This design comes from an exercise in tuning for small area on the open sky130 flow, not from production work.
The RTL was checked by simulation tests, not by an equivalence proof against the original design.
Power is estimated from default activity; no workload was simulated.

==> flow/design.v, too long to show whole: its modules and the start of the top module <==
// module conv3x3_window_mac: 3568 lines
module conv3x3_window_mac (
  input  logic        clk,
  input  logic        rst,
  input  logic        en,
  input  logic        clear,
  input  logic [7:0]  tap1,
  input  logic [7:0]  tap2,
  input  logic [7:0]  tap3,
  input  logic [7:0]  tap4,
  input  logic [7:0]  tap5,
  input  logic [7:0]  tap6,
  input  logic [7:0]  tap7,
  input  logic [7:0]  tap8,
  input  logic [7:0]  tap9,
  input  logic [71:0] weights,
  input  logic [15:0] bias,
  output logic [7:0]  out_data,
  output logic        out_valid,
  output logic [3:0]  out_row,
  output logic [3:0]  out_col,
  output logic        frame_done
);
  // ...
==> flow/flow/run.sh <==
#!/bin/bash
# Standard ORFS layout with three changes:
#  * after synthesis, flow/polopt.py re-chooses the polarity of each full adder and
#    two-input gate to drop the inverters that Yosys' adder extraction leaves between
#    adders (registers and their names are untouched);
#  * the port buffers are plain sky130_fd_sc_hd__buf_1 cells (see BUFFER_PORTS_ARGS);
#  * clock tree synthesis inserts no dummy loads.
set -euo pipefail
R=orfs/results/sky130hd/conv3x3_window_mac/base
bash standard.sh synth > synth.log 2>&1
cp $R/1_2_yosys.v $R/1_2_yosys.std.v
python3 flow/polopt.py $R/1_2_yosys.std.v $R/1_2_yosys.v > polopt.log 2>&1
rm -f $R/1_synth.odb $R/1_synth.sdc
bash standard.sh finish "BUFFER_PORTS_ARGS=-buffer_cell sky130_fd_sc_hd__buf_1" \
  "CTS_ARGS=-sink_clustering_enable -repair_clock_nets -dont_use_dummy_load -buf_list sky130_fd_sc_hd__clkbuf_8" \
  > layout.log 2>&1
==> flow/flow/polopt.py <==
#!/usr/bin/env python3
"""Inverter cleanup for a mapped sky130hd netlist (Yosys write_verilog output).

Full adders are self-dual: FA(~a,~b,~c) = (~sum, ~carry).  Yosys' extract_fa picks
the polarity of each extracted adder on its own, which leaves inverters between
adders.  This pass chooses, for every full adder, every simple two-input gate
(AND/NAND, OR/NOR, XOR/XNOR) and every half adder (which may be split into an XOR/XNOR
and an AND/NAND/OR/NOR gate), whether it works on and/or produces complemented
signals, so as to minimise inverter and gate area, then rewrites the netlist.
Registers and ports are untouched.

usage: polopt.py IN.v OUT.v
"""
import re, sys, random, collections, math

src = open(sys.argv[1]).read()
PFX = 'sky130_fd_sc_hd__'
cell_re = re.compile(r'^(\s*)' + PFX + r'(\w+)\s+(\S+)\s*\((.*?)\);\s*$', re.S | re.M)
pin_re = re.compile(r'\.(\w+)\(\s*(.*?)\s*\)\s*(?:,|$)', re.S)

INV_A = 3.7536
AREA = {'and2_1': 6.256, 'nand2_1': 3.7536, 'or2_1': 6.256, 'nor2_1': 3.7536,
        'xor2_1': 8.7584, 'xnor2_1': 8.7584, 'ha_1': 12.512}
FLIP = {'and2_1': 'nand2_1', 'nand2_1': 'and2_1', 'or2_1': 'nor2_1', 'nor2_1': 'or2_1',
        'xor2_1': 'xnor2_1', 'xnor2_1': 'xor2_1'}
OUTPIN = {'and2_1': 'X', 'nand2_1': 'Y', 'or2_1': 'X', 'nor2_1': 'Y', 'xor2_1': 'X',
          'xnor2_1': 'Y'}
OUTS = {'X', 'Y', 'Q', 'Q_N', 'SUM', 'COUT', 'HI', 'LO'}

cells = []
for m in cell_re.finditer(src):
    pins = [[p, n.strip()] for p, n in pin_re.findall(m.group(4))]
    cells.append({'type': m.group(2), 'name': m.group(3), 'pins': pins,
                  'span': m.span(), 'indent': m.group(1)})

fixed_nets = set()
for m in re.finditer(r'^\s*(input|output|inout)\s+(\[(\d+):(\d+)\]\s*)?(\S+);', src, re.M):
    name = m.group(5)
    if m.group(2):
        hi, lo = int(m.group(3)), int(m.group(4))
        for i in range(min(hi, lo), max(hi, lo) + 1):
            fixed_nets.add('%s[%d]' % (name, i))
    fixed_nets.add(name)
for m in re.finditer(r'^\s*assign\s+(.*?);', src, re.M | re.S):
    for tok in re.findall(r'\\\S+|[A-Za-z_][\w$]*(?:\s*\[\d+\])?', m.group(1)):
        fixed_nets.add(tok.replace(' ', ''))
        fixed_nets.add(tok.split('[')[0])

def norm(n):
    return n.replace(' ', '')

def is_fixed(n):
    return n in fixed_nets or n.split('[')[0] in fixed_nets

driver = {}
consumers = collections.defaultdict(list)
for ci, c in enumerate(cells):
    for k, (p, n) in enumerate(c['pins']):
        if p in OUTS:
            driver[norm(n)] = (ci, p)
        else:
            consumers[norm(n)].append((ci, k))

def kind(c):
    t = c['type']
    if t.startswith('inv_') or t.startswith('clkinv_'):
        return 'inv'
    if t.startswith('fa_'):
        return 'fa'
    if t == 'ha_1':
        return 'ha'
    if t in FLIP:
        return 'gate'
    return 'fixed'

removable = set()
for ci, c in enumerate(cells):
    if kind(c) == 'inv' and not is_fixed(norm(dict(c['pins'])['Y'])):
        removable.add(ci)

root_cache = {}
def root(n):
    if n in root_cache:
        return root_cache[n]
    d = driver.get(n)
    if d is not None and d[0] in removable:
        r, par = root(norm(dict(cells[d[0]]['pins'])['A']))
        res = (r, par ^ 1)
    else:
        res = (n, 0)
    root_cache[n] = res
    return res

rcons = collections.defaultdict(list)   # root -> [(ci, pinidx, parity)]
for n, lst in consumers.items():
    r, par = root(n)
    for (ci, k) in lst:
        if ci not in removable:
            rcons[r].append((ci, k, par))

# ---- variables ----
# fa: one var (flip).  gate: one var (output flip).  ha: three vars (in, sum, carry).
val = []
cvars = {}      # ci -> list of var ids
for ci, c in enumerate(cells):
    k = kind(c)
    if k not in ('fa', 'gate', 'ha'):
        continue
    outs = [norm(n) for p, n in c['pins'] if p in OUTS]
    if any(is_fixed(o) for o in outs):
        continue
    n = 3 if k == 'ha' else 1
    cvars[ci] = list(range(len(val), len(val) + n))
    val += [0] * n
nvar = len(val)
cell_of_var = {}
for ci, vs in cvars.items():
    for v in vs:
        cell_of_var[v] = ci

def out_phase(ci, pin):
    vs = cvars.get(ci)
    if vs is None:
        return 0
    k = kind(cells[ci])
    if k == 'ha':
        return val[vs[1]] if pin == 'SUM' else val[vs[2]]
    return val[vs[0]]

def in_flip(ci):
    vs = cvars.get(ci)
    if vs is None:
        return 0
    k = kind(cells[ci])
    if k == 'fa':
        return val[vs[0]]
    if k == 'ha':
        return val[vs[0]]
    return 0

def phase(r):
    d = driver.get(r)
    if d is None:
        return 0
    return out_phase(d[0], d[1])

def need_inv(r):
    ph = phase(r)
    for (ci, k, par) in rcons[r]:
        if par ^ ph ^ in_flip(ci):
            return True
    return False

def cell_area(ci):
    vs = cvars.get(ci)
    c = cells[ci]
    k = kind(c)
    if vs is None:
        return AREA.get(c['type'], 0.0)
    if k == 'fa':
        return 0.0
    if k == 'gate':
        return AREA[FLIP[c['type']]] if val[vs[0]] else AREA[c['type']]
    pin, ps, pc = (val[x] for x in vs)
    if (pin, ps, pc) == (0, 0, 0):
        return AREA['ha_1']
    return AREA['xor2_1'] + (3.7536 if pin ^ pc else 6.256)

roots_of_cell = collections.defaultdict(set)
for r, lst in rcons.items():
    d = driver.get(r)
    if d is not None and d[0] in cvars:
        roots_of_cell[d[0]].add(r)
    for (ci, k, par) in lst:
        if ci in cvars and kind(cells[ci]) in ('fa', 'ha'):
            roots_of_cell[ci].add(r)

def group_cost(cs):
    rs = set()
    for ci in cs:
        rs |= roots_of_cell[ci]
    return sum(INV_A for r in rs if need_inv(r)) + sum(cell_area(ci) for ci in cs)

def total():
    return sum(INV_A for r in rcons if need_inv(r)) + sum(cell_area(ci) for ci in cvars)

# compound moves: an adder together with the flippable gates that feed only it
excl = {}
for ci in cvars:
    g = []
    if kind(cells[ci]) in ('fa', 'ha'):
        for p, n in cells[ci]['pins']:
            if p in OUTS:
                continue
            r, par = root(norm(n))
            d = driver.get(r)
            if d is not None and d[0] in cvars and kind(cells[d[0]]) == 'gate' \
                    and len(rcons[r]) == 1:
                g.append(d[0])
    excl[ci] = g

rng = random.Random(1)
start = total()
best, best_val = start, list(val)

def try_move(vs, T):
    cs = set(cell_of_var[v] for v in vs)
    before = group_cost(cs)
    for v in vs: val[v] ^= 1
    d = group_cost(cs) - before
    if d <= 1e-9 and (d < -1e-9 or T > 0) or (T > 0 and rng.random() < math.exp(-d / T)):
        return d
    for v in vs: val[v] ^= 1
    return None

def moves():
    v = rng.randrange(nvar)
    ci = cell_of_var[v]
    r = rng.random()
    if r < 0.4 or not excl[ci]:
        return [v]
    return [v] + [cvars[g][0] for g in excl[ci]]

def descend():
    improved = True
    while improved:
        improved = False
        for v in rng.sample(range(nvar), nvar):
            ci = cell_of_var[v]
            for mv in ([v], [v] + [cvars[g][0] for g in excl[ci]]):
                if try_move(mv, 0) is not None:
                    improved = True
                    break

# starting points: as synthesised, every adder flipped, and a topological vote in
# which each adder takes the polarity most of its adder-driven inputs already have
def topo_init():
    order, state = [], {}
    for c0 in cvars:
        if kind(cells[c0]) != 'fa' or state.get(c0):
            continue
        stack = [(c0, 0)]
        while stack:
            x, k = stack.pop()
            if k == 0:
                if state.get(x):
                    continue
                state[x] = 1
                stack.append((x, 1))
                for p, n in cells[x]['pins']:
                    if p in OUTS:
                        continue
                    d = driver.get(root(norm(n))[0])
                    if d is not None and d[0] in cvars and kind(cells[d[0]]) == 'fa' \
                            and not state.get(d[0]):
                        stack.append((d[0], 0))
            elif state[x] == 1:
                state[x] = 2
                order.append(x)
    for v in range(nvar):
        val[v] = 0
    for ci in order:
        votes = [0, 0]
        for p, n in cells[ci]['pins']:
            if p in OUTS:
                continue
            r, par = root(norm(n))
            d = driver.get(r)
            if d is None:
                continue
            if d[0] in cvars and kind(cells[d[0]]) == 'fa':
                votes[par ^ out_phase(d[0], d[1])] += 1
            elif d[0] not in cvars:
                votes[par] += 1
        val[cvars[ci][0]] = 1 if votes[1] > votes[0] else 0

for init in range(3):
    for v in range(nvar):
        val[v] = 0
    if init == 1:
        for ci, vs in cvars.items():
            if kind(cells[ci]) == 'fa':
                val[vs[0]] = 1
    if init == 2:
        topo_init()
    descend()
    t = total()
    if t < best - 1e-9:
        best, best_val = t, list(val)

for it in range(3):
    val[:] = best_val
    cur = total()
    T0, T1, steps = 4.0, 0.05, 80 * nvar
    for i in range(steps):
        T = T0 * (T1 / T0) ** (i / steps)
        d = try_move(moves(), T)
        if d is not None:
            cur += d
            if cur < best - 1e-9:
                best, best_val = cur, list(val)
    val[:] = best_val
    descend()
    t = total()
    if t < best - 1e-9:
        best, best_val = t, list(val)
val[:] = best_val
best = total()
sys.stderr.write('polopt: %d vars, cost %.1f -> %.1f (removable inverters %d)\n'
                 % (nvar, start, best, len(removable)))

# ---- rewrite ----
newinv = {}
extra = []
def inv_net(r):
    if r not in newinv:
        nn = '_polinv_%d_' % (len(newinv) + 1)
        newinv[r] = nn
        extra.append((nn, r))
    return newinv[r]

for r, lst in rcons.items():
    ph = phase(r)
    for (ci, k, par) in lst:
        cells[ci]['pins'][k][1] = inv_net(r) if (par ^ ph ^ in_flip(ci)) else r

def fmt_net(n):
    return n + ' ' if n.startswith('\\') else n

def fmt_cell(indent, typ, name, pins):
    body = ',\n'.join('%s  .%s(%s)' % (indent, p, fmt_net(n)) for p, n in pins)
    return '%s%s%s %s (\n%s\n%s);' % (indent, PFX, typ, name, body, indent)

text = {}
for ci, vs in cvars.items():
    c = cells[ci]
    k = kind(c)
    if k == 'gate' and val[vs[0]]:
        t = c['type']; nt = FLIP[t]
        c['pins'] = [[OUTPIN[nt] if p == OUTPIN[t] else p, n] for p, n in c['pins']]
        c['type'] = nt
    if k == 'ha':
        pin, ps, pc = (val[x] for x in vs)
        if (pin, ps, pc) != (0, 0, 0):
            P = dict(c['pins'])
            a, b = P['A'], P['B']
            parts = []
            if 'SUM' in P and P['SUM']:
                st = 'xnor2_1' if ps else 'xor2_1'
                parts.append(fmt_cell(c['indent'], st, c['name'] + '_s',
                                      [['A', a], ['B', b], [OUTPIN[st], P['SUM']]]))
            if 'COUT' in P and P['COUT']:
                ct = {(0, 0): 'and2_1', (0, 1): 'nand2_1', (1, 0): 'nor2_1',
                      (1, 1): 'or2_1'}[(pin, pc)]
                parts.append(fmt_cell(c['indent'], ct, c['name'] + '_c',
                                      [['A', a], ['B', b], [OUTPIN[ct], P['COUT']]]))
            text[ci] = '\n'.join(parts)

out = []
pos = 0
for ci, c in enumerate(cells):
    a, b = c['span']
    out.append(src[pos:a])
    if ci not in removable:
        out.append(text.get(ci, fmt_cell(c['indent'], c['type'], c['name'], c['pins'])) + '\n')
    pos = b
tail = src[pos:]
decl = ''.join('  wire %s;\n' % nn for nn, r in extra)
decl += ''.join('  %sinv_1 %s_c (\n    .A(%s),\n    .Y(%s)\n  );\n' % (PFX, nn, fmt_net(r), nn)
                for nn, r in extra)
i = tail.rfind('endmodule')
out.append(tail[:i] + decl + tail[i:])
open(sys.argv[2], 'w').write(''.join(out))
==> flow/standard.sh <==
#!/bin/bash
# synth_recipe.tcl (not shown) runs the flow's synth.tcl, then flattens the netlist and writes it again
# the make line also repeats each setting of config.mk as NAME=value (left out here)
make -C /OpenROAD-flow-scripts/flow DESIGN_CONFIG=/design/flow/config.mk WORK_HOME=/design/flow/orfs CLKGATE_MAP_FILE= SYNTH_SCRIPT=/design/flow/synth_recipe.tcl "${@:-finish}"
==> flow/config.mk <==
export PLATFORM = sky130hd
export DESIGN_NAME = conv3x3_window_mac
export DESIGN_NICKNAME = conv3x3_window_mac
export VERILOG_FILES = /design/flow/design.v
export SDC_FILE = /design/flow/constraint.sdc
export NUM_CORES = 4
export LEC_CHECK = 0
export CAP_MARGIN = 20
export CORE_MARGIN = 2
export CORE_UTILIZATION = 40
export CTS_BUF_LIST = sky130_fd_sc_hd__clkbuf_8
export GPL_TIMING_DRIVEN = 0
export SLEW_MARGIN = 20
==> flow/constraint.sdc <==
create_clock -name core_clock -period 6.5 [get_ports {clk}]
set_input_delay 1.3000 -clock core_clock [delete_from_list [all_inputs] [get_ports {clk}]]
set_output_delay 1.3000 -clock core_clock [all_outputs]
set_load 0.01 [all_outputs]
==> flow_metrics.tcl, run 1 <==
set metrics [dict create \
    power_leader "combinational logic" \
    grt_pass1_vias 12700 \
    vias_per_cell 5.64 \
    clock_path_buffers 2 \
    avgSynthCellArea_um2 11.7 \
    status "finished clean" \
    first_pass_iters 7 \
    grtUsageMet2 0.454 \
    critPathMaxFanout 8 \
    p_clk_frac 0.017 \
    powerSeq_uw 834 \
    critPathTopFamily "adder cells" \
    p_sw_frac 0.496 \
    maxSlewViolCount 0 \
    busiest_layer "met2" \
    crit_start "weights[36]" \
    num_vias 11300 \
    dp_hpwl_um 48200 \
    clockRootBuffer "clkbuf_8" \
    worst_slack_ns 0.237 \
    multi_input_area_um2 14100 \
    drive_gt1_frac 0.0107 \
    n_all_buffers 184 \
    pwr-share-comb 0.901 \
    nFlopsAndLatches 55 \
    track_usage 0.285 \
    setup_violations 0 \
    fmax_mhz 160 \
    initial_utilization 0.407 \
    leakagePower_uw 0.00558 \
    die_h_um 200 \
    min-delay-start "y_q[6]" \
]
==> inputs of run 2 (changes only) <==
--- a/flow/design.v
+++ b/flow/design.v
@@ -1800,17 +1800,17 @@
   logic c1161;
   logic s1162;
   logic c1163;
   logic s1164;
   logic c1165;
   logic s1166;
   logic c1167;
   logic s1168;
-  logic [26:0] x1_q;
+  logic [25:0] x1_q;
   logic [19:7] h_sum;
   logic [19:7] acc;
   assign pp0_0_0 = ~(tap[0][0] & weights[0]);
   assign pp0_0_1 = ~(tap[0][1] & weights[0]);
   assign pp0_0_2 = ~(tap[0][2] & weights[0]);
   assign pp0_0_3 = ~(tap[0][3] & weights[0]);
   assign pp0_0_4 = ~(tap[0][4] & weights[0]);
   assign pp0_0_5 = ~(tap[0][5] & weights[0]);
@@ -2775,19 +2775,19 @@
   assign s389 = c279 ^ s379 ^ s381;
   assign c390 = (c279 & s379) | (s381 & (c279 ^ s379));
   assign s391 = s383 ^ c281 ^ c283;
   assign c392 = (s383 & c281) | (c283 & (s383 ^ c281));
   assign s393 = s385 ^ c285 ^ s387;
   assign c394 = (s385 & c285) | (s387 & (s385 ^ c285));
   assign s395 = s389 ^ c287 ^ s391;
   assign c396 = (s389 & c287) | (s391 & (s389 ^ c287));
-  assign s397 = ~bias[6] ^ s393 ^ c289;
-  assign c398 = (~bias[6] & s393) | (c289 & (~bias[6] ^ s393));
-  assign c399 = (s395 & c290) | (s397 & (s395 | c290));
+  assign s397 = s393 ^ c289 ^ s395;
+  assign c398 = (s393 & c289) | (s395 & (s393 ^ c289));
+  assign c399 = (~bias[6] & c290) | (s397 & (~bias[6] | c290));
   assign s400 = pp0_0_7 ^ pp0_1_6 ^ pp0_2_5;
   assign c401 = (pp0_0_7 & pp0_1_6) | (pp0_2_5 & (pp0_0_7 ^ pp0_1_6));
   assign s402 = pp0_3_4 ^ pp0_4_3 ^ pp0_5_2;
   assign c403 = (pp0_3_4 & pp0_4_3) | (pp0_5_2 & (pp0_3_4 ^ pp0_4_3));
   assign s404 = pp0_6_1 ^ pp1_0_7 ^ pp1_1_6;
   assign c405 = (pp0_6_1 & pp1_0_7) | (pp1_1_6 & (pp0_6_1 ^ pp1_0_7));
   assign s406 = pp1_2_5 ^ pp1_3_4 ^ pp1_4_3;
   assign c407 = (pp1_2_5 & pp1_3_4) | (pp1_4_3 & (pp1_2_5 ^ pp1_3_4));
@@ -2902,18 +2902,18 @@
   assign s516 = c386 ^ s508 ^ c388;
   assign c517 = (c386 & s508) | (c388 & (c386 ^ s508));
   assign s518 = c390 ^ s510 ^ s512;
   assign c519 = (c390 & s510) | (s512 & (c390 ^ s510));
   assign s520 = s514 ^ c392 ^ s516;
   assign c521 = (s514 & c392) | (s516 & (s514 ^ c392));
   assign s522 = c394 ^ s518 ^ c396;
   assign c523 = (c394 & s518) | (c396 & (c394 ^ s518));
-  assign s524 = s520 ^ c398 ^ s522;
-  assign c525 = (s520 & c398) | (s522 & (s520 ^ c398));
+  assign s524 = s520 ^ s522 ^ c398;
+  assign c525 = (s520 & s522) | (c398 & (s520 ^ s522));
   assign s526 = 1'b1 ^ pp0_1_7 ^ pp0_2_6;
   assign c527 = (1'b1 & pp0_1_7) | (pp0_2_6 & (1'b1 ^ pp0_1_7));
   assign s528 = pp0_3_5 ^ pp0_4_4 ^ pp0_5_3;
   assign c529 = (pp0_3_5 & pp0_4_4) | (pp0_5_3 & (pp0_3_5 ^ pp0_4_4));
   assign s530 = pp0_6_2 ^ pp1_1_7 ^ pp1_2_6;
   assign c531 = (pp0_6_2 & pp1_1_7) | (pp1_2_6 & (pp0_6_2 ^ pp1_1_7));
   assign s532 = pp1_3_5 ^ pp1_4_4 ^ pp1_5_3;
   assign c533 = (pp1_3_5 & pp1_4_4) | (pp1_5_3 & (pp1_3_5 ^ pp1_4_4));
@@ -3326,24 +3326,24 @@
   assign s940 = s928 ^ c847 ^ s932;
   assign c941 = (s928 & c847) | (s932 & (s928 ^ c847));
   assign s942 = c837 ^ s930 ^ s934;
   assign c943 = (c837 & s930) | (s934 & (c837 ^ s930));
   assign s944 = c851 ^ s936 ^ c853;
   assign c945 = (c851 & s936) | (c853 & (c851 ^ s936));
   assign s946 = c855 ^ s938 ^ s940;
   assign c947 = (c855 & s938) | (s940 & (c855 ^ s938));
-  assign s948 = c849 ^ s942 ^ c857;
-  assign c949 = (c849 & s942) | (c857 & (c849 ^ s942));
-  assign s950 = c859 ^ s944 ^ c861;
-  assign c951 = (c859 & s944) | (c861 & (c859 ^ s944));
-  assign s952 = s946 ^ s948 ^ c863;
-  assign c953 = (s946 & s948) | (c863 & (s946 ^ s948));
-  assign s954 = s950 ^ c867 ^ s952;
-  assign c955 = (s950 & c867) | (s952 & (s950 ^ c867));
+  assign s948 = c857 ^ c859 ^ s944;
+  assign c949 = (c857 & c859) | (s944 & (c857 ^ c859));
+  assign s950 = c849 ^ s942 ^ c861;
+  assign c951 = (c849 & s942) | (c861 & (c849 ^ s942));
+  assign s952 = s946 ^ c863 ^ s948;
+  assign c953 = (s946 & c863) | (s948 & (s946 ^ c863));
+  assign s954 = c865 ^ s950 ^ c867;
+  assign c955 = (c865 & s950) | (c867 & (c865 ^ s950));
   assign s956 = pp0_5_7 ^ pp0_6_6 ^ pp1_5_7;
   assign c957 = (pp0_5_7 & pp0_6_6) | (pp1_5_7 & (pp0_5_7 ^ pp0_6_6));
   assign s958 = pp1_6_6 ^ pp2_5_7 ^ pp2_6_6;
   assign c959 = (pp1_6_6 & pp2_5_7) | (pp2_6_6 & (pp1_6_6 ^ pp2_5_7));
   assign s960 = ~bias[12] ^ pp0_7_5 ^ pp1_7_5;
   assign c961 = (~bias[12] & pp0_7_5) | (pp1_7_5 & (~bias[12] ^ pp0_7_5));
   assign s962 = pp3_5_7 ^ pp3_6_6 ^ pp4_5_7;
   assign c963 = (pp3_5_7 & pp3_6_6) | (pp4_5_7 & (pp3_5_7 ^ pp3_6_6));
@@ -3398,20 +3398,20 @@
   assign s1012 = s1002 ^ s1004 ^ c937;
   assign c1013 = (s1002 & s1004) | (c937 & (s1002 ^ s1004));
   assign s1014 = c939 ^ s1008 ^ c941;
   assign c1015 = (c939 & s1008) | (c941 & (c939 ^ s1008));
   assign s1016 = s1006 ^ c943 ^ s1010;
   assign c1017 = (s1006 & c943) | (s1010 & (s1006 ^ c943));
   assign s1018 = s1012 ^ c945 ^ s1014;
   assign c1019 = (s1012 & c945) | (s1014 & (s1012 ^ c945));
-  assign s1020 = c947 ^ s1016 ^ c949;
-  assign c1021 = (c947 & s1016) | (c949 & (c947 ^ s1016));
-  assign s1022 = c951 ^ s1018 ^ c953;
-  assign c1023 = (c951 & s1018) | (c953 & (c951 ^ s1018));
+  assign s1020 = c947 ^ c949 ^ s1018;
+  assign c1021 = (c947 & c949) | (s1018 & (c947 ^ c949));
+  assign s1022 = s1016 ^ c951 ^ c953;
+  assign c1023 = (s1016 & c951) | (c953 & (s1016 ^ c951));
   assign s1024 = pp0_6_7 ^ pp1_6_7 ^ pp2_6_7;
   assign c1025 = (pp0_6_7 & pp1_6_7) | (pp2_6_7 & (pp0_6_7 ^ pp1_6_7));
   assign s1026 = ~bias[13] ^ pp0_7_6 ^ pp1_7_6;
   assign c1027 = (~bias[13] & pp0_7_6) | (pp1_7_6 & (~bias[13] ^ pp0_7_6));
   assign s1028 = pp3_6_7 ^ pp4_6_7 ^ pp5_6_7;
   assign c1029 = (pp3_6_7 & pp4_6_7) | (pp5_6_7 & (pp3_6_7 ^ pp4_6_7));
   assign s1030 = pp2_7_6 ^ pp3_7_6 ^ pp4_7_6;
   assign c1031 = (pp2_7_6 & pp3_7_6) | (pp4_7_6 & (pp2_7_6 ^ pp3_7_6));
@@ -3508,59 +3508,59 @@
   assign s1122 = c1103 ^ s1120 ^ c1105;
   assign c1123 = (c1103 & s1120) | (c1105 & (c1103 ^ s1120));
   assign s1124 = 1'b1 ^ c1109 ^ c1111;
   assign c1125 = (1'b1 & c1109) | (c1111 & (1'b1 ^ c1109));
   assign s1126 = c1113 ^ c1115 ^ s1124;
   assign c1127 = (c1113 & c1115) | (s1124 & (c1113 ^ c1115));
   assign s1128 = c1117 ^ s1126 ^ c1119;
   assign c1129 = (c1117 & s1126) | (c1119 & (c1117 ^ s1126));
-  assign s1130 = 1'b1 ^ c1125 ^ c1127;
-  assign c1131 = (1'b1 & c1125) | (c1127 & (1'b1 ^ c1125));
-  assign s1132 = x1_q[0] ^ x1_q[1];
-  assign c1133 = x1_q[0] & x1_q[1];
-  assign s1134 = x1_q[2] ^ x1_q[3] ^ c1133;
-  assign c1135 = (x1_q[2] & x1_q[3]) | (c1133 & (x1_q[2] ^ x1_q[3]));
-  assign s1136 = x1_q[4] ^ x1_q[5] ^ c1135;
-  assign c1137 = (x1_q[4] & x1_q[5]) | (c1135 & (x1_q[4] ^ x1_q[5]));
-  assign s1138 = x1_q[6] ^ x1_q[7] ^ x1_q[8];
-  assign c1139 = (x1_q[6] & x1_q[7]) | (x1_q[8] & (x1_q[6] ^ x1_q[7]));
-  assign s1140 = s1138 ^ c1137;
-  assign c1141 = s1138 & c1137;
-  assign s1142 = x1_q[10] ^ x1_q[11] ^ x1_q[9];
-  assign c1143 = (x1_q[10] & x1_q[11]) | (x1_q[9] & (x1_q[10] ^ x1_q[11]));
-  assign s1144 = c1139 ^ s1142 ^ c1141;
-  assign c1145 = (c1139 & s1142) | (c1141 & (c1139 ^ s1142));
-  assign s1146 = x1_q[12] ^ x1_q[13] ^ x1_q[14];
-  assign c1147 = (x1_q[12] & x1_q[13]) | (x1_q[14] & (x1_q[12] ^ x1_q[13]));
-  assign s1148 = c1143 ^ s1146 ^ c1145;
-  assign c1149 = (c1143 & s1146) | (c1145 & (c1143 ^ s1146));
-  assign s1150 = x1_q[15] ^ x1_q[16] ^ x1_q[17];
-  assign c1151 = (x1_q[15] & x1_q[16]) | (x1_q[17] & (x1_q[15] ^ x1_q[16]));
-  assign s1152 = c1147 ^ s1150 ^ c1149;
-  assign c1153 = (c1147 & s1150) | (c1149 & (c1147 ^ s1150));
-  assign s1154 = x1_q[18] ^ c1151 ^ c1153;
-  assign c1155 = (x1_q[18] & c1151) | (c1153 & (x1_q[18] ^ c1151));
-  assign s1156 = x1_q[19] ^ x1_q[20] ^ c1155;
-  assign c1157 = (x1_q[19] & x1_q[20]) | (c1155 & (x1_q[19] ^ x1_q[20]));
-  assign s1158 = x1_q[21] ^ x1_q[22] ^ x1_q[23];
-  assign c1159 = (x1_q[21] & x1_q[22]) | (x1_q[23] & (x1_q[21] ^ x1_q[22]));
-  assign s1160 = s1158 ^ c1157;
-  assign c1161 = s1158 & c1157;
-  assign s1162 = x1_q[24] ^ x1_q[25] ^ c1159;
-  assign c1163 = (x1_q[24] & x1_q[25]) | (c1159 & (x1_q[24] ^ x1_q[25]));
+  assign s1130 = s1128 ^ c1121 ^ c1123;
+  assign c1131 = (s1128 & c1121) | (c1123 & (s1128 ^ c1121));
+  assign s1132 = 1'b1 ^ c1125 ^ c1127;
+  assign c1133 = (1'b1 & c1125) | (c1127 & (1'b1 ^ c1125));
+  assign s1134 = x1_q[0] ^ x1_q[1];
+  assign c1135 = x1_q[0] & x1_q[1];
+  assign s1136 = x1_q[2] ^ x1_q[3] ^ c1135;
+  assign c1137 = (x1_q[2] & x1_q[3]) | (c1135 & (x1_q[2] ^ x1_q[3]));
+  assign s1138 = x1_q[4] ^ x1_q[5] ^ c1137;
+  assign c1139 = (x1_q[4] & x1_q[5]) | (c1137 & (x1_q[4] ^ x1_q[5]));
+  assign s1140 = x1_q[6] ^ x1_q[7] ^ x1_q[8];
+  assign c1141 = (x1_q[6] & x1_q[7]) | (x1_q[8] & (x1_q[6] ^ x1_q[7]));
+  assign s1142 = s1140 ^ c1139;
+  assign c1143 = s1140 & c1139;
+  assign s1144 = x1_q[10] ^ x1_q[11] ^ x1_q[9];
+  assign c1145 = (x1_q[10] & x1_q[11]) | (x1_q[9] & (x1_q[10] ^ x1_q[11]));
+  assign s1146 = c1141 ^ s1144 ^ c1143;
+  assign c1147 = (c1141 & s1144) | (c1143 & (c1141 ^ s1144));
+  assign s1148 = x1_q[12] ^ x1_q[13] ^ x1_q[14];
+  assign c1149 = (x1_q[12] & x1_q[13]) | (x1_q[14] & (x1_q[12] ^ x1_q[13]));
+  assign s1150 = c1145 ^ s1148 ^ c1147;
+  assign c1151 = (c1145 & s1148) | (c1147 & (c1145 ^ s1148));
+  assign s1152 = x1_q[15] ^ x1_q[16] ^ x1_q[17];
+  assign c1153 = (x1_q[15] & x1_q[16]) | (x1_q[17] & (x1_q[15] ^ x1_q[16]));
+  assign s1154 = c1149 ^ s1152 ^ c1151;
+  assign c1155 = (c1149 & s1152) | (c1151 & (c1149 ^ s1152));
+  assign s1156 = x1_q[18] ^ c1153 ^ c1155;
+  assign c1157 = (x1_q[18] & c1153) | (c1155 & (x1_q[18] ^ c1153));
+  assign s1158 = x1_q[19] ^ x1_q[20] ^ c1157;
+  assign c1159 = (x1_q[19] & x1_q[20]) | (c1157 & (x1_q[19] ^ x1_q[20]));
+  assign s1160 = x1_q[21] ^ c1159;
+  assign c1161 = x1_q[21] & c1159;
+  assign s1162 = x1_q[22] ^ x1_q[23] ^ x1_q[24];
+  assign c1163 = (x1_q[22] & x1_q[23]) | (x1_q[24] & (x1_q[22] ^ x1_q[23]));
   assign s1164 = s1162 ^ c1161;
   assign c1165 = s1162 & c1161;
-  assign s1166 = x1_q[26] ^ c1163 ^ c1165;
-  assign c1167 = (x1_q[26] & c1163) | (c1165 & (x1_q[26] ^ c1163));
+  assign s1166 = x1_q[25] ^ c1163 ^ c1165;
+  assign c1167 = (x1_q[25] & c1163) | (c1165 & (x1_q[25] ^ c1163));
   assign s1168 = 1'b1 ^ c1167;
   always_ff @(posedge clk) begin
-    x1_q <= {c1131, c1129, s1130, c1123, c1121, s1128, c1107, s1122, s1106, c1023, s1072, c1021, c955, s1022, s1020, s954, c869, c865, s868, c767, s864, s766, c651, s650, c525, s524, c399};
+    x1_q <= {c1133, c1131, c1129, s1132, s1130, c1107, s1122, s1106, c1023, s1072, c1021, s1022, c955, s1020, c869, s954, s952, s868, c767, s864, s766, c651, s650, c525, s524, c399};
   end
-  assign h_sum = {s1168, s1166, s1164, s1160, s1156, s1154, s1152, s1148, s1144, s1140, s1136, s1134, s1132};
+  assign h_sum = {s1168, s1166, s1164, s1160, s1158, s1156, s1154, s1150, s1146, s1142, s1138, s1136, s1134};
   logic [7:0] sat;
   assign acc = ~h_sum;
   assign sat = acc[19] ? 8'd0 : ((|acc[18:15]) ? 8'hff : acc[14:7]);
   logic [7:0] y_q, out_q;
   always_ff @(posedge clk) begin
     y_q   <= sat;
     out_q <= y_q;
   end
==> flow/config.mk (replaced) <==
export PLATFORM = sky130hd
export DESIGN_NAME = conv3x3_window_mac
export DESIGN_NICKNAME = conv3x3_window_mac
export VERILOG_FILES = /design/flow/design.v
export SDC_FILE = /design/flow/constraint.sdc
export NUM_CORES = 4
export LEC_CHECK = 0
export CAP_MARGIN = 20
export CORE_MARGIN = 2
export CORE_UTILIZATION = 60
export CTS_BUF_LIST = sky130_fd_sc_hd__clkbuf_8
export GPL_TIMING_DRIVEN = 0
export SLEW_MARGIN = 20
==> run 2 against run 1 <==
Sequential power is 0.7% lower. Largest power group unchanged. Register-to-register slack improved by 0.02 ns. Synthesized cell count is the same. Worst setup slack worse by 0.098 ns. Largest cell class unchanged. Final cell count fell by 9.0%. Clock skew increased by 0.0091 ns. Still clean. Clock-buffer cell count did not move. Routed wire length decreased by 2.9%. Synthesized area down 0.15%. Non-clock buffer count unchanged. Sequential cell count decreased by 1. Critical path type unchanged. Maximum frequency is 1.5% lower.
==> flow_metrics.tcl, run 2 <==
set metrics [dict create \
    drive_gt1_frac 0.0100 \
    crit_start "tap5[2]" \
    grt_pass1_wl_um 77900 \
    fp.dieW_um 164 \
    mostFrequentLayoutCell "nand2_1" \
    post_drt_wl_per_cell_um 28.8 \
    syn2layout_area_growth_pct 7.51 \
    first_pass_iters 5 \
    antenna_found_initial 0 \
    largest_reg_flops 26 \
    synthCells 1315 \
    post-route-util 0.656 \
    arrival_ns 6.55 \
    avgSynthCellArea_um2 11.7 \
    io_buffers 179 \
    cts.sinks 54 \
    grt_max_degree 20 \
    cts_tree "yes" \
    period_share 0.979 \
    final_cells 1829 \
    reg2reg_from "x1_q[0]" \
    cts_made_buffers 5 \
    placed_cell_area_um2 16400 \
    mostFrequentLayoutCells "nand2_1 (583), fa_1 (565), buf_1 (180)" \
    finalHoldViolCount 0 \
    track_usage 0.424 \
    largest_register "x1_q" \
    placedCellCount 1824 \
    hp-class "reg -> reg" \
    vdd_drop_max_uv 1020 \
    powerDensity_nw_per_um2 624 \
    maxSlewViolCount 0 \
    synth_warnings 2 \
    vias_per_cell 6.19 \
    worst_clock_skew_ns 0.0323 \
    worstPathRequired_ns 6.68 \
    syn_area_um2 15400 \
    die_h_um 164 \
    routed_wirelength_um 52600 \
    drv_cap 0 \
    clock_latency_ns 0.33 \
    status "finished clean" \
    fin_area_um2 16500 \
    antennaDiodeCount 0 \
    slew_headroom 0.450 \
    drc_errors 0 \
    dp_hpwl_um 46500 \
    ctsResizeCount 0 \
    fp-row-count 58 \
    crit_path_end_kind "register" \
    core_um2 25200 \
    syn_nets 2051 \
    setup_violations 0 \
    place.gp.congestion 1.01 \
    tightest_slew_ns 0.826 \
    min-delay-start "y_q[5]" \
    drt_iter0_drc 1495 \
    worstSetupPathType "in -> reg" \
    rsz0062_at_grt "false" \
    leakagePower_uw 0.00557 \
    num_vias 11300 \
    ios 182 \
    startpoint_type "primary input" \
    final_nets 2237 \
    grt_pass1_vias 12600 \
    post-route-min-period_ns 6.36 \
    clockRootBuffer "clkbuf_8" \
    fmax_mhz 157 \
    postCtsSetupBuffers 0 \
    reg_top3 "x1_q x26, out_q x8, y_q x8" \
    grt_overflow 0 \
    cts.hold.buffers_added 0 \
    clkTransAtPathRegs_ns 0.08 \
    critPathMaxFanout 8 \
    initial_utilization 0.610 \
    clock_path_buffers 2 \
    dieArea_um2 26900 \
    antenna_left 0 \
    htreeDepth 2 \
]
-- run 2: area by class of cell --
| cell class | instances | area [µm²] |
|---|---|---|
| buffer | 5 | 18.8 |
| clock buffer | 5 | 68.8 |
| fill | 2039 | 8670 |
| inverter | 34 | 128 |
| multi-input combinational | 1222 | 14100 |
| sequential | 54 | 1150 |
| tap | 330 | 413 |
| timing repair buffer | 179 | 672 |
-- run 2: critical path, cell delays in order --
cell and delay (ns):
buf_1 0.60, nand2_1 0.20, fa_1 0.49, fa_1 0.44, fa_1 0.49, fa_1 0.48, fa_1 0.48, fa_1 0.44
fa_1 0.39, fa_1 0.41, fa_1 0.38, fa_1 0.43
-- run 2: worst paths after layout --
kind	to	slack [ns]	depth (start not counted)
worst min-delay path	out_q[5]	0.32	0
worst min register to register	out_q[5]	0.32	0
max in group asynchronous	row_q[1]	5.22	2
worst max-delay path	x1_q[21]	0.14	12
min in group asynchronous	col_q[0]	0.92	2
worst max register to register	y_q[7]	0.94	15
-- run 2: where the power goes --
group	total, µW	switching (µW)	internal (µW)
Clock	169	99.7	69.7
Combinational	9300	4990	4320
Sequential	828	54.7	773
Total	10300	5140	5160
-- run 2: stage by stage --
stage	TNS (ns)	hold WS (ns)	setup WS [ns]	total power (µW)
finish	0	0.320	0.138	10300
global route	0	0.326	0.0195	11900
CTS	0	0.323	0.209	10600
detailed placement	-0.266	0.318	-0.126	10400
global placement	-0.155	0.310	-0.0886	10000
floorplan	0	0.310	0.589	7690
-- run 2: routing by layer --
layer  track usage  wire, µm
met5             0         0
met4         0.330      5410
met3        0.0742      5420
met2         0.649     24700
met1         0.545     17100
==> inputs of run 3 (changes only) <==
--- a/flow/config.mk
+++ b/flow/config.mk
@@ -7,7 +7,7 @@
 export LEC_CHECK = 0
 export CAP_MARGIN = 20
 export CORE_MARGIN = 2
-export CORE_UTILIZATION = 60
+export CORE_UTILIZATION = 40
 export CTS_BUF_LIST = sky130_fd_sc_hd__clkbuf_8
 export GPL_TIMING_DRIVEN = 0
 export SLEW_MARGIN = 20
==> run 3 against run 2 <==
Synthesized cell count unchanged. Via count down 1.4%. Critical path depth unchanged. Worst hold slack better by 0.011 ns. Clock skew down 0.0036 ns. Sequential cell count unchanged. Final area up 1.4%. Maximum frequency about the same. Combinational power up 1%. Routed wire length up 0.36%. Critical path type unchanged. Largest power group unchanged.
==> flow_metrics.tcl, run 3 <==
set metrics [dict create \
    antennaDiodeCount 0 \
    dp_hpwl_um 47100 \
    worst_clock_skew_ns 0.0287 \
    syn_nets 2051 \
    antenna_found_initial 0 \
    holdWs_ns 0.331 \
    reg_top3 "x1_q x26, out_q x8, y_q x8" \
    die_h_um 200 \
    first_pass_iters 8 \
    htreeDepth 2 \
    leakagePower_uw 0.00557 \
    setup_violations 0 \
    vdd_drop_max_uv 711 \
    syn2layout_area_growth_pct 9.00 \
    period_share 0.979 \
    placedCellCount 2005 \
    mostFrequentLayoutCell "nand2_1" \
    maxSlewViolCount 0 \
    final_nets 2237 \
    grtUsageMet2 0.431 \
    fmax_mhz 157 \
    initial_utilization 0.407 \
    busiest_layer "met2" \
    crit_path_end_kind "register" \
    largest_reg_flops 26 \
    synthCells 1315 \
    core_um2 37800 \
    worst_slack_ns 0.138 \
    cts.sinks 54 \
    vias_per_cell 5.56 \
    synth_warnings 2 \
    ios 182 \
    dieArea_um2 40000 \
    cts.hold.buffers_added 0 \
    final_cells 2010 \
    clock_latency_ns 0.33 \
    p_sw_frac 0.498 \
    routed_wirelength_um 52800 \
    grt_max_degree 19 \
    grt_pass1_wl_um 77800 \
    grt_pass1_vias 12400 \
    pwr-share-comb 0.904 \
    clock_path_buffers 2 \
    worstSetupPathType "in -> reg" \
    drt_iter0_drc 944 \
    powerDensity_nw_per_um2 623 \
    drive_gt1_frac 0.0107 \
    dp_slack_ns -0.218 \
    slew_headroom 0.474 \
    post-route-min-period_ns 6.36 \
    finalHoldViolCount 0 \
    grt_overflow 0 \
    avgSynthCellArea_um2 11.7 \
    cts_tree "yes" \
    num_vias 11200 \
    arrival_ns 6.54 \
    place.gp.congestion 0.996 \
    drv_cap 0 \
    fp-row-count 71 \
    status "finished clean" \
    io_buffers 179 \
    hp-class "reg -> reg" \
    post_drt_wl_per_cell_um 26.3 \
    worstPathRequired_ns 6.68 \
    cts_made_buffers 5 \
    critPathMaxFanout 8 \
    fp.dieW_um 200 \
    track_usage 0.279 \
    clockRootBuffer "clkbuf_8" \
    use_met1 0.372 \
    clkTransAtPathRegs_ns 0.08 \
    drc_errors 0 \
    mostFrequentLayoutCells "nand2_1 (583), fa_1 (565), buf_1 (179)" \
    syn_area_um2 15400 \
    largest_register "x1_q" \
    p_int_uw 5230 \
    antenna_left 0 \
    p_sw_uw 5190 \
    p_clk_frac 0.017 \
    rsz0062_at_grt "false" \
    grt_use_met3 0.0583 \
    tightest_slew_ns 0.789 \
    p_seq_frac 0.079 \
    startpoint_type "primary input" \
]
[run 3: changes by cell type in the layout (fill, tap and decap cells not counted), sizes merged]
| cell | change |
|---|---|
| clkbuf | +1 |
| buf | -1 |
[run 3: stage by stage]
stage | utilization | area, µm² | total power, µW | setup TNS (ns)
final | 0.443 | 16700 | 10400 | 0
after global routing | 0.443 | 16700 | 12200 | 0
after CTS | 0.443 | 16700 | 10900 | 0
after detailed placement | 0.441 | 16700 | 10600 | -0.610
after global placement | 0.441 | 16700 | 10300 | -0.452
after floorplan | - | 15400 | 7690 | 0
[run 3: final timing paths]
path | from | to | slack (ns) | cells past startpoint
worst min-delay path | y_q[4] | out_q[4] | 0.33 | 0
worst min register to register | y_q[4] | out_q[4] | 0.33 | 0
worst max-delay path | tap7[4] | x1_q[21] | 0.14 | 12
worst max register to register | x1_q[0] | y_q[1] | 0.93 | 15
max in group asynchronous | rst | col_q[3] | 5.23 | 2
min in group asynchronous | rst | hist_q[0] | 0.93 | 2
[run 3: timing repair]
item,4_1_cts,5_1_grt
setup buffers,0,0
gates resized for setup,0,1
setup endpoints to repair,0,1
[run 3: power groups by stage]
stage | Clock (µW) | Combinational [µW] | Sequential (µW)
finish | 173 | 9420 | 826
CTS | 185 | 9840 | 829
floorplan | 0 | 6850 | 842
global placement | 0 | 9480 | 834
detailed placement | 0 | 9770 | 836
global route | 200 | 11100 | 842
[run 3: layer usage]
metal  vias up  wire [µm]
met5         -          0
met4         0       3490
met3       143       5380
met2       783      24900
met1      5914      19000
li1       4331          -
[run 3: area by class of cell]
class | instances | area [µm²]
buffer | 5 | 18.8
clock buffer | 5 | 68.8
fill | 3652 | 21000
inverter | 34 | 128
multi-input combinational | 1222 | 14100
sequential | 54 | 1150
tap | 511 | 639
timing repair buffer | 179 | 673
[run 3: critical path, cell delays in order]
cell	delay [ns]
buf_1	0.57
nand2_1	0.18
fa_1	0.50
fa_1	0.52
fa_1	0.43
fa_1	0.43
fa_1	0.51
fa_1	0.43
fa_1	0.45
fa_1	0.39
fa_1	0.38
fa_1	0.43
==> inputs of run 4 (changes only) <==
--- a/flow/flow/run.sh
+++ b/flow/flow/run.sh
@@ -2,7 +2,8 @@
 # Standard ORFS layout with three changes:
 #  * after synthesis, flow/polopt.py re-chooses the polarity of each full adder and
 #    two-input gate to drop the inverters that Yosys' adder extraction leaves between
-#    adders (registers and their names are untouched);
+#    adders, and puts the latest-arriving input of each full adder on its fastest pin
+#    (registers and their names are untouched);
 #  * the port buffers are plain sky130_fd_sc_hd__buf_1 cells (see BUFFER_PORTS_ARGS);
 #  * clock tree synthesis inserts no dummy loads.
 set -euo pipefail
--- a/flow/flow/polopt.py
+++ b/flow/flow/polopt.py
@@ -324,6 +324,57 @@
     for (ci, k, par) in lst:
         cells[ci]['pins'][k][1] = inv_net(r) if (par ^ ph ^ in_flip(ci)) else r
 
+# ---- full-adder pin order: latest-arriving input on CIN, next on B ----
+# A rough arrival-time estimate (ns from the clock edge); the pins of a full adder
+# are interchangeable, and CIN is its fastest input, then B, then A.
+DEL = {'fa': {'A': 0.52, 'B': 0.50, 'CIN': 0.47}}
+arr_cache = {}
+newdrv = {}
+for ci, c in enumerate(cells):
+    if ci in removable:
+        continue
+    for p, n in c['pins']:
+        if p in OUTS:
+            newdrv[norm(n)] = (ci, p)
+for nn, r in extra:
+    newdrv[nn] = ('inv', r)
+def arrival(n):
+    if n in arr_cache:
+        return arr_cache[n]
+    arr_cache[n] = 0.0
+    d = newdrv.get(n)
+    if d is None:
+        t = 1.9          # input port through its buffer
+    elif d[0] == 'inv':
+        t = arrival(d[1]) + 0.08
+    else:
+        c = cells[d[0]]
+        k = kind(c)
+        if c['type'].startswith('df'):
+            t = 0.75
+        else:
+            ins = [(p, norm(x)) for p, x in c['pins'] if p not in OUTS]
+            if k == 'fa':
+                t = max(arrival(x) + DEL['fa'].get(p, 0.5) for p, x in ins)
+            else:
+                t = max([arrival(x) for p, x in ins] + [0.0]) + 0.2
+    arr_cache[n] = t
+    return t
+swaps = 0
+order = sorted((ci for ci in range(len(cells)) if ci not in removable and kind(cells[ci]) == 'fa'),
+               key=lambda ci: max(arrival(norm(n)) for p, n in cells[ci]['pins'] if p not in OUTS))
+for ci in order:
+    c = cells[ci]
+    ins = [n for p, n in c['pins'] if p in ('A', 'B', 'CIN')]
+    ins.sort(key=lambda n: arrival(norm(n)))
+    want = {'A': ins[0], 'B': ins[1], 'CIN': ins[2]}
+    newpins = [[p, want.get(p, n)] for p, n in c['pins']]
+    if newpins != c['pins']:
+        swaps += 1
+    c['pins'] = newpins
+    arr_cache.clear()
+sys.stderr.write('polopt: reordered the inputs of %d full adders\n' % swaps)
+
 def fmt_net(n):
     return n + ' ' if n.startswith('\\') else n
 
==> run 4 against run 3 <==
Clock-buffer cell count unchanged. Sequential cell count stayed put. Worst setup slack worse by 0.045 ns. First-iteration DRC count up 3.8%. Sequential share of layout area is essentially flat. Final cell count did not move. Critical path type unchanged. Largest cell class unchanged. Largest power group unchanged.
==> flow_metrics.tcl, run 4 <==
set metrics [dict create \
    clock_path_buffers 2 \
    syn_nets 2051 \
    drt_iter0_drc 980 \
    mostFrequentLayoutCell "nand2_1" \
    p_int_uw 5220 \
    dp_hpwl_um 47600 \
    clock_latency_ns 0.32 \
    io_buffers 179 \
    reg_top3 "x1_q x26, out_q x8, y_q x8" \
    cts.sinks 54 \
    grt_pass1_wl_um 79600 \
    worst_clock_skew_ns 0.0138 \
    slew_headroom 0.505 \
    clockRootBuffer "clkbuf_8" \
    grt_overflow 0 \
    ff2ff_path_depth 15 \
    wl_met2_um 25100 \
    fp.dieW_um 200 \
    p_sw_frac 0.504 \
    place.gp.congestion 0.976 \
    first_pass_iters 5 \
    p_clk_frac 0.017 \
    reg2reg_slack_ns 1.13 \
    wl_met1_um 19100 \
    antennaDiodeCount 0 \
    whs_endpoint "out_q[7]" \
    cts_made_buffers 5 \
    drc_errors 0 \
    drv_cap 0 \
    finalHoldViolCount 0 \
    synthCells 1315 \
    grt_max_degree 16 \
    final_cells 2010 \
    drive_gt1_frac 0.0147 \
    clkTransAtPathRegs_ns 0.09 \
    vias_per_cell 5.59 \
    post_drt_wl_per_cell_um 26.3 \
    die_h_um 200 \
    dieArea_um2 40000 \
    fp-row-count 71 \
    fin_area_um2 16700 \
    tns_ns 0 \
    critPathMaxFanout 8 \
    crit_start "tap1[5]" \
    final_nets 2237 \
    ios 182 \
    min-delay-start "y_q[7]" \
    grt_pass1_vias 12700 \
    top_layer "met4" \
    mostFrequentLayoutCells "nand2_1 (583), fa_1 (565), buf_1 (173)" \
    syn_area_um2 15400 \
    vdd_drop_max_uv 650 \
    worstSetupPathType "in -> reg" \
    regArea_um2 1150 \
    placed_cell_area_um2 16700 \
    status "finished clean" \
    cts_tree "yes" \
    htreeDepth 2 \
    hp-class "reg -> reg" \
    syn2layout_area_growth_pct 9.05 \
    track_usage 0.283 \
    p_sw_uw 5310 \
    pwr-share-comb 0.904 \
    powerDensity_nw_per_um2 629 \
    num_vias 11200 \
    core_um2 37800 \
    routed_wirelength_um 52900 \
    critPathMostFrequentCell "fa_1" \
    p_seq_frac 0.079 \
    post-route-util 0.443 \
    worstPathRequired_ns 6.69 \
    cts.hold.buffers_added 0 \
    maxSlewViolCount 0 \
    period_share 0.986 \
    multi_input_area_um2 14100 \
    crit_path_end_kind "register" \
    rsz0062_at_grt "false" \
    tightest_slew_ns 0.742 \
    initial_utilization 0.407 \
    placedCellCount 2005 \
    post-route-min-period_ns 6.41 \
    path_cells "buf_1 -> nand2_1 -> fa_1 -> fa_1 -> fa_1 -> fa_1 -> fa_1 -> fa_1 -> fa_1 -> fa_1 -> fa_1 -> fa_1" \
    antenna_found_initial 0 \
    critPathMaxStageDelay_ns 0.62 \
    reg2reg_from "x1_q[0]" \
    min_path_cells 0 \
    rr_endpoint "y_q[7]" \
    holdWs_ns 0.318 \
    arrival_ns 6.60 \
    startpoint_type "primary input" \
    avgSynthCellArea_um2 11.7 \
    fmax_mhz 156 \
    largest_reg_flops 26 \
    slowest_stage "fa_1" \
    leakagePower_uw 0.00559 \
    fill_cells 3648 \
    largest_register "x1_q" \
    antenna_left 0 \
    dr_wl_met3_um 5120 \
    synth_warnings 2 \
    setup_violations 0 \
]
run 4: cell count changes in the layout (fill, tap and decap cells not counted):
cell      delta
clkbuf_2     +6
buf_1        -6
run 4: power groups by stage:
| stage | sequential [µW] | combinational (µW) | clock [µW] |
|---|---|---|---|
| after floorplan | 842 | 6860 | 0 |
| after global placement | 838 | 9710 | 0 |
| after detailed placement | 840 | 9860 | 0 |
| after CTS | 833 | 9910 | 197 |
| after global routing | 844 | 11200 | 207 |
| final | 829 | 9520 | 178 |
run 4: critical path: cells and delay by family:
kind | cells | cell delay, ns
adder cells (fa/ha/maj) | 10 | 4.61
buffers and inverters | 1 | 0.51
AND/OR/NAND/NOR | 1 | 0.17
run 4: layout make-up:
cell class | instances | share of cell area
Timing Repair Buffer | 179 | 0.0407
Multi-Input combinational cell | 1222 | 0.840
Inverter | 34 | 0.00762
Buffer | 5 | 0.00112
Tap cell | 511 | 0.0382
Clock buffer | 5 | 0.00411
Sequential cell | 54 | 0.0686
run 4: routing by layer:
metal	vias up	GRT usage
li1	4336	-
met1	6025	0.378
met2	727	0.445
met3	142	0.0506
met4	0	0.154
met5	-	0
run 4: worst max-delay path by stage:
| stage | to | slack [ns] | cells after the start |
|---|---|---|---|
| floorplan | x1_q[21] | 0.65 | 13 |
| global placement | x1_q[21] | -0.18 | 12 |
| detailed placement | x1_q[21] | -0.27 | 12 |
| CTS | x1_q[21] | 0.09 | 12 |
| global route | x1_q[21] | 0.0003 | 12 |
| finish | x1_q[21] | 0.09 | 12 |
run 4: repair_timing:
item / CTS / global route
setup buffers: 0 / 0
resized for setup: 0 / 8
endpoints found under the setup margin: 0 / 1
run 4: through the flow:
step | worst slack, ns | total power (µW)
floorplan | 0.647 | 7700
CTS | 0.0855 | 10900
detailed placement | -0.269 | 10700
global placement | -0.184 | 10500
finish | 0.0931 | 10500
global route | 0.000337 | 12200

-- what the ideal ports hide --
No port has a modelled driver above. Below, the same layouts with a new extraction and two added sets of constraints.
Step 1, drivers: a clkbuf_16 drives clk and a buf_2 each remaining input, both assumed.
Step 2 times the ports against the registers' clock, not the clock port: input delays grow and output delays shrink by t, the midpoint of the rising clock arrivals with the driver on.
a / b / c = ideal / step 1 / step 2; a / b = the first two.
| run | t (ns) | setup slack, ns | worst register clock-pin slew, ns | pins driven straight from the clock port |
|---|---|---|---|---|
| run 1 | 0.338 | 0.237 / 0.230 / -0.107 | 0.10 / 0.10 | 1 |
| run 2 | 0.346 | 0.138 / 0.142 / -0.204 | 0.11 / 0.11 | 1 |
| run 3 | 0.343 | 0.138 / 0.143 / -0.200 | 0.10 / 0.10 | 1 |
| run 4 | 0.345 | 0.093 / 0.103 / -0.242 | 0.09 / 0.09 | 1 |
Met with ideal ports but missed after step 2: setup timing in every run listed. The setup slack of run 1, which loses most, moves by -0.007 ns with the drivers and by -0.344 ns with both steps.
